This design comes from an exercise in tuning for small area on the open sky130 flow, not from production work.
Only simulation tests tie the RTL to the original design; equivalence was not proved.
Power is estimated from default activity; no workload was simulated.

Design pid_controller_param, start of the top module:
module pid_controller_param #(
  parameter int DW   = pid_pkg::DEF_DW,
  parameter int FRAC = pid_pkg::DEF_FRAC,
  parameter int ACCW = 2*DW+4
) (
  input  logic                 clk,
  input  logic                 rst,
  input  logic                 en,
  input  logic                 clear,
  input  logic signed [DW-1:0] setpoint,
  input  logic signed [DW-1:0] feedback,
  input  logic signed [DW-1:0] kp,
  input  logic signed [DW-1:0] ki,
  input  logic signed [DW-1:0] kd,
  input  logic [ACCW-2:0]      int_limit,
  input  logic [15:0]          clk_times,
  output logic signed [DW-1:0] control_signal,
  output logic                 valid,
  output logic                 busy,
  output logic                 overrun
);
Size: ~1300 cells after synthesis, ~150 I/O pins, about 14000 µm² of cells after synthesis.
Settings: LEC_CHECK=0, ABC_AREA=1, CAP_MARGIN=20, CORE_MARGIN=2, CORE_UTILIZATION=65, CTS_BUF_LIST=sky130_fd_sc_hd__clkbuf_8, SLEW_MARGIN=20, SYNTH_HIERARCHICAL=1; clock period 13.5 ns.
standard.sh (not shown) runs the stock make flow with config.mk's settings and CLKGATE_MAP_FILE= SYNTH_SCRIPT=/design/flow/synth_recipe.tcl, a recipe that flattens the netlist after the stock synthesis.
==> flow/flow/run.sh <==
#!/bin/bash
# Standard synthesis; then the combinational logic re-mapped for area by ABC
# (registers, full/half adder cells and tie cells kept exactly as synthesized).
# Re-mapping is tried with two ABC scripts and 1 to 3 passes of each; each result gets a quick pre-layout
# timing estimate, and the smallest one whose estimate is within the margin is
# kept (the fastest if none is). Then the standard layout, with the smallest
# buffer on the ports. Each tool logs to a file of its own here.
set -euo pipefail
export BUFFER_PORTS_ARGS="-buffer_cell sky130_fd_sc_hd__buf_1"
export CTS_ARGS="-sink_clustering_enable -repair_clock_nets -buf_list sky130_fd_sc_hd__clkbuf_8 -sink_clustering_buffer sky130_fd_sc_hd__clkbuf_4 -sink_clustering_size 8 -sink_clustering_max_diameter 40"
bash standard.sh synth > log_synth.log 2>&1
R=orfs/results/$FLOW_PLATFORM/pid_controller_param/base
P=$FLOW_HOME/platforms/$FLOW_PLATFORM
LIB=$P/lib/sky130_fd_sc_hd__tt_025C_1v80.lib
cp $R/1_2_yosys.v std_netlist.v
KEEP=$(grep -oE "sky130_fd_sc_hd__(df|edf|sdf|dl|fa_|ha_|conb)[a-z0-9_]*" std_netlist.v | sort -u | tr '\n' ' ')
MARGIN=-0.5
: > remap_choice.txt
for v in a b; do
for k in 1 2 3; do
  n=$v$k
  src=flow/remap.abc; [[ $v == b ]] && src=flow/remap_b.abc
  : > remap_$n.abc
  for i in $(seq 1 $k); do cat $src >> remap_$n.abc; done
  sed -e "s|@LIB@|$LIB|g" -e "s|@KEEP@|$KEEP|" -e "s|@TOP@|$FLOW_TOP|g" \
      -e "s|flow/remap.abc|remap_$n.abc|" -e "s|remap_stat.txt|remap_stat_$n.txt|" \
      -e "s|remap_netlist.v|remap_netlist_$n.v|" -e "s|remap_pre.txt|remap_pre_$n.txt|" \
      flow/remap.ys.in > remap_$n.ys
  yosys -l log_remap_$n.log -s remap_$n.ys > /dev/null
  a=$(awk '/Chip area for module/ {print $NF}' remap_stat_$n.txt | tail -1)
  PSTA_TLEF=$P/lef/sky130_fd_sc_hd.tlef PSTA_LEF=$P/lef/sky130_fd_sc_hd_merged.lef PSTA_LIB=$LIB \
  PSTA_NETLIST=remap_netlist_$n.v PSTA_TOP=$FLOW_TOP PSTA_SDC=$FLOW_SDC \
    openroad -no_init -exit flow/psta.tcl > log_psta_$n.log 2>&1 || true
  s=$(awk '/^BENCHPSTA/ {print $2}' log_psta_$n.log | tail -1)
  [[ -n "$s" ]] || s=-1000
  echo "$n $a $s" >> remap_choice.txt
done
done
best=$(awk -v m=$MARGIN '
  { if ($3 >= m && (ba == "" || $2 < ba)) { ba = $2; bn = $1 }
    if (fs == "" || $3 > fs) { fs = $3; fn = $1 } }
  END { print (bn != "" ? bn : fn) }' remap_choice.txt)
echo "chosen $best" >> remap_choice.txt
cp remap_netlist_$best.v $R/1_2_yosys.v
rm -f $R/1_synth.odb $R/1_synth.sdc
bash standard.sh > log_flow.log 2>&1
Other scripts of this flow, unchanged in this note and not shown: flow/flow/psta.tcl, flow/flow/remap.abc, flow/flow/remap.ys.in, flow/flow/remap_b.abc
The first run finished with timing, DRC and antenna clean.
Then changed:
--- a/flow/flow/run.sh
+++ b/flow/flow/run.sh
@@ -4 +4,2 @@
-# Re-mapping is tried with two ABC scripts and 1 to 3 passes of each; each result gets a quick pre-layout
+# Re-mapping is tried with two ABC scripts and 1 to 3 passes of each, and
+# with the half adder cells re-mapped too (c); each result gets a quick pre-layout
@@ -10 +10,0 @@
-export CTS_ARGS="-sink_clustering_enable -repair_clock_nets -buf_list sky130_fd_sc_hd__clkbuf_8 -sink_clustering_buffer sky130_fd_sc_hd__clkbuf_4 -sink_clustering_size 8 -sink_clustering_max_diameter 40"
@@ -16,0 +17 @@
+KEEPC=$(grep -oE "sky130_fd_sc_hd__(df|edf|sdf|dl|fa_|conb)[a-z0-9_]*" std_netlist.v | sort -u | tr '\n' ' ')
@@ -19 +20 @@
-for v in a b; do
+for v in a b c; do
@@ -22,0 +24 @@
+  keep=$KEEP; [[ $v == c ]] && keep=$KEEPC
@@ -25 +27 @@
-  sed -e "s|@LIB@|$LIB|g" -e "s|@KEEP@|$KEEP|" -e "s|@TOP@|$FLOW_TOP|g" \
+  sed -e "s|@LIB@|$LIB|g" -e "s|@KEEP@|$keep|" -e "s|@TOP@|$FLOW_TOP|g" \
Register-to-register slack improves by 0.51 ns.
Synthesized area stays flat.
Sequential cell count does not change.
Core utilization is about the same.
Design area is about the same.
Power decreases by 1.5%.
Cell count increases by 5.9%.
Via count goes up by 5.3%.
Wire length rises by 1.7%.
Worst hold slack stays flat.
Die area stays flat.
Then changed:
--- a/flow/flow/run.sh
+++ b/flow/flow/run.sh
@@ -4,2 +4 @@
-# Re-mapping is tried with two ABC scripts and 1 to 3 passes of each, and
-# with the half adder cells re-mapped too (c); each result gets a quick pre-layout
+# Re-mapping is tried with two ABC scripts and 1 to 3 passes of each; each result gets a quick pre-layout
@@ -17 +15,0 @@
-KEEPC=$(grep -oE "sky130_fd_sc_hd__(df|edf|sdf|dl|fa_|conb)[a-z0-9_]*" std_netlist.v | sort -u | tr '\n' ' ')
@@ -20 +18 @@
-for v in a b c; do
+for v in a b; do
@@ -24 +21,0 @@
-  keep=$KEEP; [[ $v == c ]] && keep=$KEEPC
@@ -27 +24 @@
-  sed -e "s|@LIB@|$LIB|g" -e "s|@KEEP@|$keep|" -e "s|@TOP@|$FLOW_TOP|g" \
+  sed -e "s|@LIB@|$LIB|g" -e "s|@KEEP@|$KEEP|" -e "s|@TOP@|$FLOW_TOP|g" \
Wire length falls by 1.6%.
Core utilization hardly moves.
Critical path depth rises by 10.
Clock skew falls by 0.0074 ns.
Sequential share of layout area hardly moves.
Count of clock-buffer cells in the layout is unchanged.
Cell count falls by 5.6%.
Final area stays flat.

---

Another version of the RTL of pid_controller_param (not shown whole).
For scale: about 1300 cells after synthesis, roughly 150 I/O pins, roughly 0.014 mm^2 of cells after synthesis.
## pid_controller_param
module pid_controller_param #(
  parameter int DW   = pid_pkg::DEF_DW,
  parameter int FRAC = pid_pkg::DEF_FRAC,
  parameter int ACCW = 2*DW+4
) (
  input  logic                 clk,
  input  logic                 rst,
  input  logic                 en,
  input  logic                 clear,
  input  logic signed [DW-1:0] setpoint,
  input  logic signed [DW-1:0] feedback,
  input  logic signed [DW-1:0] kp,
  input  logic signed [DW-1:0] ki,
  input  logic signed [DW-1:0] kd,
  input  logic [ACCW-2:0]      int_limit,
  input  logic [15:0]          clk_times,
  output logic signed [DW-1:0] control_signal,
  output logic                 valid,
  output logic                 busy,
  output logic                 overrun
);
clock: 13.5 ns
lec_check: 0
abc_area: 1
cap_margin: 20
core_margin: 2
core_utilization: 65
cts_buf_list: sky130_fd_sc_hd__clkbuf_8
slew_margin: 20
synth_hierarchical: 1
==> flow/flow/run.sh <==
#!/bin/bash
# Standard synthesis; then the combinational logic re-mapped for area by ABC
# (registers, full/half adder cells and tie cells kept exactly as synthesized).
# Re-mapping is tried with two ABC scripts and 1 to 3 passes of each; each result gets a quick pre-layout
# timing estimate, and the smallest one whose estimate is within the margin is
# kept (the fastest if none is). Then the standard layout, with the smallest
# buffer on the ports. Each tool logs to a file of its own here.
set -euo pipefail
export BUFFER_PORTS_ARGS="-buffer_cell sky130_fd_sc_hd__buf_1"
bash standard.sh synth > log_synth.log 2>&1
R=orfs/results/$FLOW_PLATFORM/pid_controller_param/base
P=$FLOW_HOME/platforms/$FLOW_PLATFORM
LIB=$P/lib/sky130_fd_sc_hd__tt_025C_1v80.lib
cp $R/1_2_yosys.v std_netlist.v
KEEP=$(grep -oE "sky130_fd_sc_hd__(df|edf|sdf|dl|fa_|ha_|conb)[a-z0-9_]*" std_netlist.v | sort -u | tr '\n' ' ')
MARGIN=-0.5
: > remap_choice.txt
for v in a b; do
for k in 1 2 3; do
  n=$v$k
  src=flow/remap.abc; [[ $v == b ]] && src=flow/remap_b.abc
  : > remap_$n.abc
  for i in $(seq 1 $k); do cat $src >> remap_$n.abc; done
  sed -e "s|@LIB@|$LIB|g" -e "s|@KEEP@|$KEEP|" -e "s|@TOP@|$FLOW_TOP|g" \
      -e "s|flow/remap.abc|remap_$n.abc|" -e "s|remap_stat.txt|remap_stat_$n.txt|" \
      -e "s|remap_netlist.v|remap_netlist_$n.v|" -e "s|remap_pre.txt|remap_pre_$n.txt|" \
      flow/remap.ys.in > remap_$n.ys
  yosys -l log_remap_$n.log -s remap_$n.ys > /dev/null
  a=$(awk '/Chip area for module/ {print $NF}' remap_stat_$n.txt | tail -1)
  PSTA_TLEF=$P/lef/sky130_fd_sc_hd.tlef PSTA_LEF=$P/lef/sky130_fd_sc_hd_merged.lef PSTA_LIB=$LIB \
  PSTA_NETLIST=remap_netlist_$n.v PSTA_TOP=$FLOW_TOP PSTA_SDC=$FLOW_SDC \
    openroad -no_init -exit flow/psta.tcl > log_psta_$n.log 2>&1 || true
  s=$(awk '/^BENCHPSTA/ {print $2}' log_psta_$n.log | tail -1)
  [[ -n "$s" ]] || s=-1000
  echo "$n $a $s" >> remap_choice.txt
done
done
best=$(awk -v m=$MARGIN '
  { if ($3 >= m && (ba == "" || $2 < ba)) { ba = $2; bn = $1 }
    if (fs == "" || $3 > fs) { fs = $3; fn = $1 } }
  END { print (bn != "" ? bn : fn) }' remap_choice.txt)
echo "chosen $best" >> remap_choice.txt
cp remap_netlist_$best.v $R/1_2_yosys.v
rm -f $R/1_synth.odb $R/1_synth.sdc
bash standard.sh > log_flow.log 2>&1
==> flow/flow/remap_b.abc <==
&get -n
&st
&dch -f
&nf -R 1000
&put
Other scripts of this flow, unchanged in this note and not shown: flow/flow/psta.tcl, flow/flow/remap.abc, flow/flow/remap.ys.in
Then changed:
--- a/flow/flow/run.sh
+++ b/flow/flow/run.sh
@@ -3,3 +3,3 @@
 # (registers, full/half adder cells and tie cells kept exactly as synthesized).
-# Re-mapping is tried with two ABC scripts and 1 to 3 passes of each; each result gets a quick pre-layout
+# Re-mapping is tried with 1 to 3 passes; each result gets a quick pre-layout
 # timing estimate, and the smallest one whose estimate is within the margin is
@@ -17,8 +17,5 @@
 : > remap_choice.txt
-for v in a b; do
-for k in 1 2 3; do
-  n=$v$k
-  src=flow/remap.abc; [[ $v == b ]] && src=flow/remap_b.abc
+for n in 1 2 3; do
   : > remap_$n.abc
-  for i in $(seq 1 $k); do cat $src >> remap_$n.abc; done
+  for i in $(seq 1 $n); do cat flow/remap.abc >> remap_$n.abc; done
   sed -e "s|@LIB@|$LIB|g" -e "s|@KEEP@|$KEEP|" -e "s|@TOP@|$FLOW_TOP|g" \
@@ -36,3 +33,2 @@
 done
-done
 best=$(awk -v m=$MARGIN '
--- a/flow/config.mk
+++ b/flow/config.mk
@@ -12,2 +12,4 @@
 export CTS_BUF_LIST = sky130_fd_sc_hd__clkbuf_8
+export CTS_CLUSTER_DIAMETER = 200
+export CTS_CLUSTER_SIZE = 40
 export SLEW_MARGIN = 20
removed: flow/flow/remap_b.abc
Outcome:
- flip-flop and latch count does not change
- core utilization is unchanged
- cell area is unchanged
- synthesized area does not change
- fmax is unchanged
- setup slack stays the same
- wire length is unchanged
Then changed:
--- a/flow/config.mk
+++ b/flow/config.mk
@@ -12,4 +12,2 @@
 export CTS_BUF_LIST = sky130_fd_sc_hd__clkbuf_8
-export CTS_CLUSTER_DIAMETER = 200
-export CTS_CLUSTER_SIZE = 40
 export SLEW_MARGIN = 20
Effect: The changed run went through all stages and came out clean. Fmax does not change. Sequential share of layout area does not change. Utilization does not change. Sequential power stays flat.

## separate check: timing with driven ports
In the flow no input, the clock included, has a driving cell. The finished layouts below were timed again as built, in two steps.
Step 1 (the two cells are an assumption about what drives the block):
set clk [get_ports {clk}]
set_driving_cell -lib_cell sky130_fd_sc_hd__clkbuf_16 $clk
set_driving_cell -lib_cell sky130_fd_sc_hd__buf_2 [delete_from_list [all_inputs] $clk]
Step 2 also shifts input and output timing later by t, the mid clock arrival at the registers, as if the neighbouring blocks saw the same clock.
Three values: ideal, step 1, step 2; two values: the first two.
run	t (ns)	setup WS [ns]	clock arrival spread, ns	worst data-port slew with drivers (ns)
the first run of note 1	0.519	0.695 / 0.712 / 0.193	0.020 / 0.020	0.06
the second run of note 1	0.504	1.495 / 1.522 / 1.019	0.027 / 0.027	0.07
the third run of note 1	0.519	0.695 / 0.712 / 0.193	0.020 / 0.020	0.06
the first run of note 2	0.526	1.311 / 1.332 / 0.806	0.022 / 0.021	0.07
the second run of note 2	0.526	1.311 / 1.332 / 0.806	0.022 / 0.021	0.07
the third run of note 2	0.526	1.311 / 1.332 / 0.806	0.022 / 0.021	0.07
After both steps setup and hold are still met in every run listed.
